From an optimization exercise on the open Yosys and OpenROAD flow, aimed at small area; shortcuts taken in it are not production practice. RTL that was checked went through simulation tests only; none was proved equivalent to the original. Power figures rest on the tool's default switching activity, not on a simulated workload.

## joystick_axes_to_cursor_motion_unit
module joystick_axes_to_cursor_motion_unit #(
    parameter int ADC_BITS = 10
) (
    input  logic        clk,
    input  logic        rst_n,
    input  logic        s_axis_tvalid,
    output logic        s_axis_tready,
    input  logic [47:0] s_axis_tdata,
    output logic        m_axis_tvalid,
    input  logic        m_axis_tready,
    output logic [39:0] m_axis_tdata,
    input  logic        cfg_we,
    input  logic [2:0]  cfg_addr,
    input  logic [9:0]  cfg_data
);
    localparam logic [4:0] PH_IDLE  = 5'd0;
    localparam logic [4:0] PH_START = 5'd1;
    localparam logic [4:0] PH_N1    = 5'd2;    
    localparam logic [4:0] PH_N2    = 5'd3;    
    localparam logic [4:0] PH_S1    = 5'd4;    
    localparam logic [4:0] PH_S2    = 5'd5;    
    localparam logic [4:0] PH_D1    = 5'd6;    
    localparam logic [4:0] PH_D2    = 5'd7;    
    localparam logic [4:0] PH_M100  = 5'd16;    
    localparam logic [4:0] PH_DIVS  = 5'd25;    
    localparam logic [4:0] PH_LDPCT = 5'd8;   
    localparam logic [4:0] PH_DIVD  = 5'd26;   
    localparam logic [4:0] PH_MULP  = 5'd17;   
    localparam logic [4:0] PH_MULMS = 5'd19;   
    localparam logic [4:0] PH_DIV100= 5'd24;   
    localparam logic [4:0] PH_SFIX  = 5'd10;   
    localparam logic [4:0] PH_EMIT  = 5'd18;   
    localparam logic [4:0] PH_FLAG  = 5'd11;
    localparam logic [4:0] PH_ACC   = 5'd12;
    localparam logic [4:0] PH_VALID = 5'd14;   
    localparam logic [4:0] LF20 = 5'd7;    
    localparam logic [4:0] LF7 = 5'd29;    
    localparam logic [4:0] LF10 = 5'd27;    
    localparam logic [4:0] LF13 = 5'd3;    
    localparam logic [4:0] LF14 = 5'd17;    
    logic [4:0]  ph, ph_n;
    logic [4:0]  cnt, cnt_n;
    logic [1:0]  axis, lane;
    logic [22:0] z, znext;
    logic        zhold;
    logic [9:0]  m;
    logic        neg, zero, seen;
  ...
clock: 8.0 ns
lec_check: 0
cap_margin: 20
core_margin: 2
core_utilization: 65
slew_margin: 20
standard.sh (not shown) runs the stock make flow with config.mk's settings and CLKGATE_MAP_FILE= SYNTH_SCRIPT=/design/flow/synth_recipe.tcl, a recipe that flattens the netlist after the stock synthesis.
==> flow/flow/run.sh <==
#!/bin/bash
set -euo pipefail
bash standard.sh \
  "BUFFER_PORTS_ARGS=-buffer_cell sky130_fd_sc_hd__buf_1" \
  "CTS_ARGS=-sink_clustering_enable -repair_clock_nets -dont_use_dummy_load -buf_list sky130_fd_sc_hd__clkbuf_8" \
  finish > run_standard.log 2>&1
Next try:
--- a/flow/design.v
+++ b/flow/design.v
@@ -31,33 +31,34 @@
     localparam logic [4:0] PH_MULP  = 5'd17;   
     localparam logic [4:0] PH_MULMS = 5'd19;   
     localparam logic [4:0] PH_DIV100= 5'd24;   
     localparam logic [4:0] PH_SFIX  = 5'd10;   
     localparam logic [4:0] PH_EMIT  = 5'd18;   
     localparam logic [4:0] PH_FLAG  = 5'd11;
     localparam logic [4:0] PH_ACC   = 5'd12;
     localparam logic [4:0] PH_VALID = 5'd14;   
+    localparam logic [4:0] PH_RPT   = 5'd15;   
     localparam logic [4:0] LF20 = 5'd7;    
     localparam logic [4:0] LF7 = 5'd29;    
     localparam logic [4:0] LF10 = 5'd27;    
     localparam logic [4:0] LF13 = 5'd3;    
     localparam logic [4:0] LF14 = 5'd17;    
     logic [4:0]  ph, ph_n;
     logic [4:0]  cnt, cnt_n;
     logic [1:0]  axis, lane;
     logic [22:0] z, znext;
     logic        zhold;
     logic [9:0]  m;
     logic        neg, zero, seen;
     logic [6:0]  acnt, cval;
     logic [9:0]  org [4];
     logic [9:0]  amin, amax;
     logic [7:0]  mspd, sdiv;
-    logic [29:0] outr;    
+    logic [27:0] outr;    
     logic [9:0]  r_i, o_i;
     logic [7:0]  d_eff;
     logic [12:0] f;
     logic [11:0] y;
     logic        sub, rev;
     logic [12:0] sum;
     logic [13:0] cy;
     logic [8:0]  vc;
@@ -72,17 +73,17 @@
     logic [6:0]  cnew;
     logic        report;
     logic        last, last3;
     assign lane   = {axis[1], axis[1] ? axis[0] : !axis[0]};
     assign r_i    = s_axis_tdata[lane*10 +: 10];
     assign o_i    = org[lane];
     assign d_eff  = sdiv;
     assign f      = z[22:10];
-    assign report = outr[29];
+    assign report = (acnt == 7'd100);
     assign last   = (cnt == 5'd1);
     always_comb
     begin
         ac[0] = 1'b1;
         for (int i = 0; i < 7; i++)
         begin
             acnt_inc[i] = acnt[i] ^ ac[i];
             ac[i+1]     = acnt[i] & ac[i];
@@ -153,24 +154,25 @@
                 PH_D2:        znext = {sum, 10'd0};
                 PH_LDPCT:     znext = {12'd0, pctfix, 4'd0};
                 PH_SFIX:      znext = {16'd0, sfix};
                 default:      znext = (mb && !last3) ? {1'b0, sum, z[9:1]}
                                                      : {1'b0, last3 & ebit, f[11:0], z[9:1]};
             endcase
         end
     end
-    assign zhold = (ph == PH_IDLE) || (ph == PH_START) || (ph == PH_FLAG) || (ph == PH_ACC) || (ph == PH_VALID);
+    assign zhold = (ph == PH_IDLE) || (ph == PH_START) || (ph == PH_RPT) || (ph == PH_FLAG) || (ph == PH_ACC) || (ph == PH_VALID);
     always_comb
     begin
         ph_n  = ph;
         cnt_n = {cnt[3:0], cnt[4] ^ cnt[2]};
         case (ph)
             PH_IDLE:   if (s_axis_tvalid) ph_n = PH_START;
-            PH_START:  ph_n = (acnt == 7'd100) ? PH_N1 : PH_SFIX;
+            PH_START:  ph_n = PH_RPT;
+            PH_RPT:    ph_n = report ? PH_N1 : PH_SFIX;
             PH_N1:     ph_n = PH_N2;
             PH_N2:     ph_n = PH_S1;
             PH_S1:     ph_n = PH_S2;
             PH_S2:     ph_n = PH_D1;
             PH_D1:     ph_n = PH_D2;
             PH_D2:     begin ph_n = PH_M100; cnt_n = LF20; end
             PH_M100:   if (last) begin ph_n = PH_DIVS; cnt_n = LF7; end
             PH_DIVS:   if (last) ph_n = PH_LDPCT;
@@ -188,29 +190,29 @@
         endcase
     end
     assign s_axis_tready = (ph == PH_ACC);
     always_ff @(posedge clk or negedge rst_n)
     begin
         if (!rst_n)
         begin
             ph   <= PH_IDLE;
-            acnt <= 7'd0;
+            acnt <= 7'd127;    
             cval <= 7'd0;
             for (int i = 0; i < 4; i++)
                 org[i] <= 10'd512;
             amin <= 10'd0;
             amax <= 10'd1023;
             mspd <= 8'd2;
             sdiv <= 8'd20;
         end
         else
         begin
             ph <= ph_n;
-            if (ph == PH_ACC)
+            if (ph == PH_START)
                 acnt <= report ? cval : acnt_inc;
             if (ph == PH_FLAG && v_nz && !axis[1])
                 cval <= cnew;
             if (cfg_we)
             begin
                 case (cfg_addr)
                     3'd0: org[0] <= cfg_data;
                     3'd1: org[1] <= cfg_data;
@@ -231,17 +233,16 @@
         z[22]    <= znext[22];
         z[13:0]  <= znext[13:0];
         if (!zhold)
             z[21:14] <= znext[21:14];
         seen <= (ph != PH_SFIX) && (seen || z[0]);
         case (ph)
             PH_START:
             begin
-                outr[29] <= acnt == 7'd100;
                 axis     <= 2'd0;
             end
             PH_N2:     neg <= !ge;
             PH_S2:
             begin
                 m    <= sum[10:1];
                 zero <= !ge || (sum[10:1] == 10'd0);
             end
@@ -265,10 +266,10 @@
         endcase
         if (ph == PH_EMIT)
         begin
             if (axis != 2'd3)
                 outr[23:0] <= {ebit, outr[23:1]};
         end
     end
     assign m_axis_tvalid = (ph == PH_VALID);
-    assign m_axis_tdata  = {2'b00, outr[29], m[9], outr[27:24], z[21:14], outr[23:16], outr[7:0], outr[15:8]};
+    assign m_axis_tdata  = {2'b00, report, m[9], outr[27:24], z[21:14], outr[23:16], outr[7:0], outr[15:8]};
 endmodule
- The new run ran to the end with no violations
- hold slack is worse by 0.0031 ns
- routed wire length went up slightly
- setup slack got worse by 0.0089 ns
- register-to-register slack stays flat
- critical path depth fell by 4
- count of clock-buffer cells in the layout is unchanged
- design area hardly moves
- via count hardly moves
No functional check of the RTL was part of the second run of this note.

---

## zinc
The RTL this note starts from:
==> flow/design.v <==
package jac_pkg;
    localparam int ADC_BITS_DEF = 10;
endpackage
module joystick_axes_to_cursor_motion_unit #(
    parameter int ADC_BITS = 10
) (
    input  logic        clk,
    input  logic        rst_n,
    input  logic        s_axis_tvalid,
    output logic        s_axis_tready,
    input  logic [47:0] s_axis_tdata,
    output logic        m_axis_tvalid,
    input  logic        m_axis_tready,
    output logic [39:0] m_axis_tdata,
    input  logic        cfg_we,
    input  logic [2:0]  cfg_addr,
    input  logic [9:0]  cfg_data
);
    localparam logic [4:0] PH_IDLE  = 5'd0;
    localparam logic [4:0] PH_START = 5'd1;
    localparam logic [4:0] PH_N1    = 5'd2;    
    localparam logic [4:0] PH_N2    = 5'd3;    
    localparam logic [4:0] PH_S1    = 5'd4;    
    localparam logic [4:0] PH_S2    = 5'd5;    
    localparam logic [4:0] PH_D1    = 5'd6;    
    localparam logic [4:0] PH_D2    = 5'd7;    
    localparam logic [4:0] PH_M100  = 5'd16;    
    localparam logic [4:0] PH_DIVS  = 5'd25;    
    localparam logic [4:0] PH_LDPCT = 5'd8;   
    localparam logic [4:0] PH_DIVD  = 5'd26;   
    localparam logic [4:0] PH_CLRH  = 5'd9;
    localparam logic [4:0] PH_MULP  = 5'd17;   
    localparam logic [4:0] PH_MULMS = 5'd19;   
    localparam logic [4:0] PH_DIV100= 5'd24;   
    localparam logic [4:0] PH_SFIX  = 5'd10;   
    localparam logic [4:0] PH_EMIT  = 5'd18;   
    localparam logic [4:0] PH_FLAG  = 5'd11;
    localparam logic [4:0] PH_ACC   = 5'd12;
    logic [4:0]  ph, ph_n;
    logic [4:0]  cnt, cnt_n;
    logic [1:0]  axis, lane;
    logic [22:0] z;
    logic [9:0]  m;
    logic        neg, zero, seen;
    logic [6:0]  acnt, cval;
    logic [9:0]  org [4];
    logic [9:0]  amin, amax;
    logic [7:0]  mspd, sdiv;
    logic [29:0] outr;    
    logic        oval;
    logic [9:0]  r_i, o_i;
    logic [7:0]  d_eff;
    logic [12:0] f;
    logic [11:0] y;
    logic        sub, rev;
    logic [12:0] sum;
    logic [13:0] cy;
    logic [8:0]  vc;
    logic [5:0]  cb;
    logic [7:0]  ac;
    logic [6:0]  acnt_inc;
    logic [12:0] xa, yb;
    logic        ge;
    logic [6:0]  pctfix, sfix;
    logic        mb, ebit;
    logic [7:0]  v, vabs;
    logic        v_gt, v_lt, v_nz;
    logic [6:0]  cnew;
    logic        report;
    logic        last, last3;
    assign lane   = {axis[1], axis[1] ? axis[0] : !axis[0]};
    assign r_i    = s_axis_tdata[lane*10 +: 10];
    assign o_i    = org[lane];
    assign d_eff  = (sdiv == 8'd0) ? 8'd1 : sdiv;
    assign f      = z[22:10];
    assign report = outr[29];
    assign last   = (cnt == 5'd0);
    always_comb
    begin
        ac[0] = 1'b1;
        for (int i = 0; i < 7; i++)
        begin
            acnt_inc[i] = acnt[i] ^ ac[i];
            ac[i+1]     = acnt[i] & ac[i];
        end
    end
    assign last3  = (ph == PH_EMIT) && (axis == 2'd3);
    always_comb
    begin
        if (ph[4])
        begin
            case (ph[1:0])
                2'd0:    y = {8'd100, 4'd0};
                2'd1:    y = {1'b0, m, 1'b0};
                2'd2:    y = {3'd0, d_eff, 1'b0};
                default: y = {mspd, 4'd0};
            endcase
            sub = ph[3] && !f[12];
            rev = 1'b0;
        end
        else
        begin
            y   = {1'b0, o_i, 1'b0};
            rev = neg && (ph == PH_S2 || ph == PH_D2);
            sub = !rev;
        end
        xa     = rev ? ~f : f;
        yb     = sub ? ~{1'b0, y} : {1'b0, y};
        cy[0]  = sub | rev;
        for (int i = 0; i < 13; i++)
        begin
            sum[i]  = xa[i] ^ yb[i] ^ cy[i];
            cy[i+1] = (xa[i] & yb[i]) | (cy[i] & (xa[i] ^ yb[i]));
        end
        ge  = !sum[12];
    end
    always_comb
    begin
        pctfix = zero ? 7'd0 : ((z[7] || z[6:0] >= 7'd100) ? 7'd100 : z[6:0]);
        sfix   = !report ? 7'd0 : ((z[14:7] != 8'd0) ? 7'd127 : z[6:0]);
        ebit   = z[0] ^ (neg & seen);
        mb     = (ph == PH_EMIT) ? ebit : z[0];
        v      = z[10:3];
        v_gt   = !v[7] && (v[6:0] > 7'd5);
        v_lt   = v[7] && (v[6:0] < 7'd123);
        v_nz   = v != 8'd0;
        vc[0]  = v[7];
        for (int i = 0; i < 8; i++)
        begin
            vabs[i]  = (v[i] ^ v[7]) ^ vc[i];
            vc[i+1]  = (v[i] ^ v[7]) & vc[i];
        end
        cnew   = (vabs >= 8'd99) ? 7'd99 : vabs[6:0];
    end
    always_comb
    begin
        ph_n  = ph;
        cb[0] = 1'b1;
        for (int i = 0; i < 5; i++)
        begin
            cnt_n[i] = cnt[i] ^ cb[i];
            cb[i+1]  = !cnt[i] & cb[i];
        end
        case (ph)
            PH_IDLE:   if (s_axis_tvalid && !oval) ph_n = PH_START;
            PH_START:  ph_n = (acnt == 7'd100) ? PH_N1 : PH_SFIX;
            PH_N1:     ph_n = PH_N2;
            PH_N2:     ph_n = PH_S1;
            PH_S1:     ph_n = PH_S2;
            PH_S2:     ph_n = PH_D1;
            PH_D1:     ph_n = PH_D2;
            PH_D2:     begin ph_n = PH_M100; cnt_n = 5'd20; end
            PH_M100:   if (last) begin ph_n = PH_DIVS; cnt_n = 5'd7; end
            PH_DIVS:   if (last) ph_n = PH_LDPCT;
            PH_LDPCT:  begin ph_n = PH_DIVD; cnt_n = 5'd7; end
            PH_DIVD:   if (last) ph_n = PH_CLRH;
            PH_CLRH:   begin ph_n = PH_MULP; cnt_n = 5'd10; end
            PH_MULP:   if (last) begin ph_n = PH_MULMS; cnt_n = 5'd13; end
            PH_MULMS:  if (last) begin ph_n = PH_DIV100; cnt_n = 5'd14; end
            PH_DIV100: if (last) ph_n = PH_SFIX;
            PH_SFIX:   begin ph_n = PH_EMIT; cnt_n = 5'd7; end
            PH_EMIT:   if (last) ph_n = PH_FLAG;
            PH_FLAG:   ph_n = (axis == 2'd3) ? PH_ACC : (report ? PH_N1 : PH_SFIX);
            PH_ACC:    ph_n = PH_IDLE;
            default:   ph_n = PH_IDLE;
        endcase
    end
    assign s_axis_tready = (ph == PH_ACC);
    always_ff @(posedge clk or negedge rst_n)
    begin
        if (!rst_n)
        begin
            ph   <= PH_IDLE;
            oval <= 1'b0;
            acnt <= 7'd0;
            cval <= 7'd0;
            for (int i = 0; i < 4; i++)
                org[i] <= 10'd512;
            amin <= 10'd0;
            amax <= 10'd1023;
            mspd <= 8'd2;
            sdiv <= 8'd20;
        end
        else
        begin
            ph <= ph_n;
            if (ph == PH_ACC)
            begin
                oval <= 1'b1;
                acnt <= report ? cval : acnt_inc;
            end
            else if (m_axis_tready)
                oval <= 1'b0;
            if (ph == PH_FLAG && v_nz && !axis[1])
                cval <= cnew;
            if (cfg_we)
            begin
                case (cfg_addr)
                    3'd0: org[0] <= cfg_data;
                    3'd1: org[1] <= cfg_data;
                    3'd2: org[2] <= cfg_data;
                    3'd3: org[3] <= cfg_data;
                    3'd4: amin   <= cfg_data;
                    3'd5: amax   <= cfg_data;
                    3'd6: mspd   <= cfg_data[7:0];
                    3'd7: sdiv   <= cfg_data[7:0];
                    default: ;
                endcase
            end
        end
    end
    always_ff @(posedge clk)
    begin
        cnt <= cnt_n;
        if (ph[4])
        begin
            if (ph[3])
                z <= {sum[11:0], z[9:0], ge};
            else
                z <= (mb && !last3) ? {1'b0, sum, z[9:1]} : {1'b0, last3 & ebit, f[11:0], z[9:1]};
        end
        case (ph)
            PH_START:
            begin
                outr[29] <= acnt == 7'd100;
                outr[28] <= !s_axis_tdata[40];
                axis     <= 2'd0;
            end
            PH_N1:     z <= {2'b0, r_i, 11'd0};
            PH_N2:     neg <= !ge;
            PH_S1:     z <= {2'b0, neg ? amin : amax, 11'd0};
            PH_S2:
            begin
                m    <= sum[10:1];
                zero <= !ge || (sum[10:1] == 10'd0);
            end
            PH_D1:     z <= {2'b0, r_i, 11'd0};
            PH_D2:     z[22:10] <= sum;
            PH_LDPCT:
            begin
                z <= {12'd0, pctfix, 4'd0};
                m <= {3'd0, pctfix};
            end
            PH_CLRH:   z[22:10] <= 13'd0;
            PH_SFIX:
            begin
                z    <= {16'd0, sfix};
                seen <= 1'b0;
            end
            PH_FLAG:
            begin
                axis <= {axis[1] ^ axis[0], !axis[0]};
                if (axis == 2'd0)
                begin
                    outr[26] <= v_gt;
                    outr[27] <= v_lt;
                end
                if (axis == 2'd1)
                begin
                    outr[24] <= v_gt;
                    outr[25] <= v_lt;
                end
            end
            default: ;
        endcase
        if (ph == PH_EMIT)
        begin
            if (axis != 2'd3)
                outr[23:0] <= {ebit, outr[23:1]};
            seen       <= seen | z[0];
        end
    end
    assign m_axis_tvalid = oval;
    assign m_axis_tdata  = {2'b00, outr[29:28], outr[27:24], z[21:14], outr[23:16], outr[7:0], outr[15:8]};
endmodule
Settings: LEC_CHECK=0, CAP_MARGIN=20, CORE_MARGIN=2, CORE_UTILIZATION=65, SLEW_MARGIN=20; clock period 8.0 ns.
Scripts as last shown in full above: flow/flow/run.sh
Input changes introduced in lagoon (baseline for comparison: zinc):
--- a/flow/design.v
+++ b/flow/design.v
@@ -25,24 +25,24 @@
     localparam logic [4:0] PH_D1    = 5'd6;    
     localparam logic [4:0] PH_D2    = 5'd7;    
     localparam logic [4:0] PH_M100  = 5'd16;    
     localparam logic [4:0] PH_DIVS  = 5'd25;    
     localparam logic [4:0] PH_LDPCT = 5'd8;   
     localparam logic [4:0] PH_DIVD  = 5'd26;   
-    localparam logic [4:0] PH_CLRH  = 5'd9;
     localparam logic [4:0] PH_MULP  = 5'd17;   
     localparam logic [4:0] PH_MULMS = 5'd19;   
     localparam logic [4:0] PH_DIV100= 5'd24;   
     localparam logic [4:0] PH_SFIX  = 5'd10;   
     localparam logic [4:0] PH_EMIT  = 5'd18;   
     localparam logic [4:0] PH_FLAG  = 5'd11;
     localparam logic [4:0] PH_ACC   = 5'd12;
     logic [4:0]  ph, ph_n;
     logic [4:0]  cnt, cnt_n;
     logic [1:0]  axis, lane;
-    logic [22:0] z;
+    logic [22:0] z, znext;
+    logic        zhold;
     logic [9:0]  m;
     logic        neg, zero, seen;
     logic [6:0]  acnt, cval;
     logic [9:0]  org [4];
     logic [9:0]  amin, amax;
     logic [7:0]  mspd, sdiv;
@@ -131,12 +131,35 @@
             vc[i+1]  = (v[i] ^ v[7]) & vc[i];
         end
         cnew   = (vabs >= 8'd99) ? 7'd99 : vabs[6:0];
     end
     always_comb
     begin
+        if (ph[4] && ph[3])
+        begin
+            if (ph == PH_DIVD && last)
+                znext = {12'd0, z[9:0], ge};
+            else
+                znext = {sum[11:0], z[9:0], ge};
+        end
+        else
+        begin
+            case (ph)
+                PH_N1, PH_D1: znext = {2'b0, r_i, 11'd0};
+                PH_S1:        znext = {2'b0, neg ? amin : amax, 11'd0};
+                PH_D2:        znext = {sum, 10'd0};
+                PH_LDPCT:     znext = {12'd0, pctfix, 4'd0};
+                PH_SFIX:      znext = {16'd0, sfix};
+                default:      znext = (mb && !last3) ? {1'b0, sum, z[9:1]}
+                                                     : {1'b0, last3 & ebit, f[11:0], z[9:1]};
+            endcase
+        end
+    end
+    assign zhold = (ph == PH_IDLE) || (ph == PH_START) || (ph == PH_FLAG) || (ph == PH_ACC);
+    always_comb
+    begin
         ph_n  = ph;
         cb[0] = 1'b1;
         for (int i = 0; i < 5; i++)
         begin
             cnt_n[i] = cnt[i] ^ cb[i];
             cb[i+1]  = !cnt[i] & cb[i];
@@ -150,14 +173,13 @@
             PH_S2:     ph_n = PH_D1;
             PH_D1:     ph_n = PH_D2;
             PH_D2:     begin ph_n = PH_M100; cnt_n = 5'd20; end
             PH_M100:   if (last) begin ph_n = PH_DIVS; cnt_n = 5'd7; end
             PH_DIVS:   if (last) ph_n = PH_LDPCT;
             PH_LDPCT:  begin ph_n = PH_DIVD; cnt_n = 5'd7; end
-            PH_DIVD:   if (last) ph_n = PH_CLRH;
-            PH_CLRH:   begin ph_n = PH_MULP; cnt_n = 5'd10; end
+            PH_DIVD:   if (last) begin ph_n = PH_MULP; cnt_n = 5'd10; end
             PH_MULP:   if (last) begin ph_n = PH_MULMS; cnt_n = 5'd13; end
             PH_MULMS:  if (last) begin ph_n = PH_DIV100; cnt_n = 5'd14; end
             PH_DIV100: if (last) ph_n = PH_SFIX;
             PH_SFIX:   begin ph_n = PH_EMIT; cnt_n = 5'd7; end
             PH_EMIT:   if (last) ph_n = PH_FLAG;
             PH_FLAG:   ph_n = (axis == 2'd3) ? PH_ACC : (report ? PH_N1 : PH_SFIX);
@@ -209,47 +231,31 @@
             end
         end
     end
     always_ff @(posedge clk)
     begin
         cnt <= cnt_n;
-        if (ph[4])
-        begin
-            if (ph[3])
-                z <= {sum[11:0], z[9:0], ge};
-            else
-                z <= (mb && !last3) ? {1'b0, sum, z[9:1]} : {1'b0, last3 & ebit, f[11:0], z[9:1]};
-        end
+        z[22]    <= znext[22];
+        z[13:0]  <= znext[13:0];
+        if (!zhold)
+            z[21:14] <= znext[21:14];
+        seen <= (ph != PH_SFIX) && (seen || z[0]);
         case (ph)
             PH_START:
             begin
                 outr[29] <= acnt == 7'd100;
                 outr[28] <= !s_axis_tdata[40];
                 axis     <= 2'd0;
             end
-            PH_N1:     z <= {2'b0, r_i, 11'd0};
             PH_N2:     neg <= !ge;
-            PH_S1:     z <= {2'b0, neg ? amin : amax, 11'd0};
             PH_S2:
             begin
                 m    <= sum[10:1];
                 zero <= !ge || (sum[10:1] == 10'd0);
             end
-            PH_D1:     z <= {2'b0, r_i, 11'd0};
-            PH_D2:     z[22:10] <= sum;
-            PH_LDPCT:
-            begin
-                z <= {12'd0, pctfix, 4'd0};
-                m <= {3'd0, pctfix};
-            end
-            PH_CLRH:   z[22:10] <= 13'd0;
-            PH_SFIX:
-            begin
-                z    <= {16'd0, sfix};
-                seen <= 1'b0;
-            end
+            PH_LDPCT:  m <= {3'd0, pctfix};
             PH_FLAG:
             begin
                 axis <= {axis[1] ^ axis[0], !axis[0]};
                 if (axis == 2'd0)
                 begin
                     outr[26] <= v_gt;
@@ -264,12 +270,11 @@
             default: ;
         endcase
         if (ph == PH_EMIT)
         begin
             if (axis != 2'd3)
                 outr[23:0] <= {ebit, outr[23:1]};
-            seen       <= seen | z[0];
         end
     end
     assign m_axis_tvalid = oval;
     assign m_axis_tdata  = {2'b00, outr[29:28], outr[27:24], z[21:14], outr[23:16], outr[7:0], outr[15:8]};
 endmodule
## What came out
| share of power burned in the clock network | lower: zinc |
On final critical-path required period, the higher figure sits with lagoon, not zinc.
Delta (lagoon minus zinc): synthesized area saw a decrease; worst-case reg-to-reg path depth saw an increase; detailed router's first-iteration violation count saw an increase; post-detailed-route wirelength per cell saw an increase.
The lower critical path depth in cells of zinc and lagoon is in zinc.
Post-synthesis to final-layout area growth: lagoon vs zinc, no meaningful difference
Lower wire length of the first global-routing pass among zinc and lagoon: zinc
Summary of lagoon over zinc: height of the die held, hold slack went up 0.0073 ns.

re-timing with driven ports:
How much do the figures lean on ideal ports? The routed layouts below were timed once more, with nothing changed but the port constraints.
Step 1: set_driving_cell puts a clkbuf_16 on clk and a buf_2 on each other input, an assumption about the parent block.
Step 2 moves the port delays by t, midway between the first and last clock arrival at a register: inputs arrive t later, outputs are due t later. That takes back most of the time a late clock gives input paths.
Three values: ideal, step 1, step 2; two values: the first two.
run | t, ns | setup slack, ns | hold slack, ns
the first run of note 1 | 0.490 | 0.928 / 0.928 / 0.928 | 0.452 / 0.452 / 0.452
the second run of note 1 | 0.482 | 0.919 / 0.919 / 0.919 | 0.449 / 0.449 / 0.449
zinc | 0.485 | 0.880 / 0.880 / 0.880 | 0.453 / 0.453 / 0.453
lagoon | 0.485 | 0.865 / 0.865 / 0.865 | 0.460 / 0.460 / 0.460
After both steps every run listed still meets setup and hold.
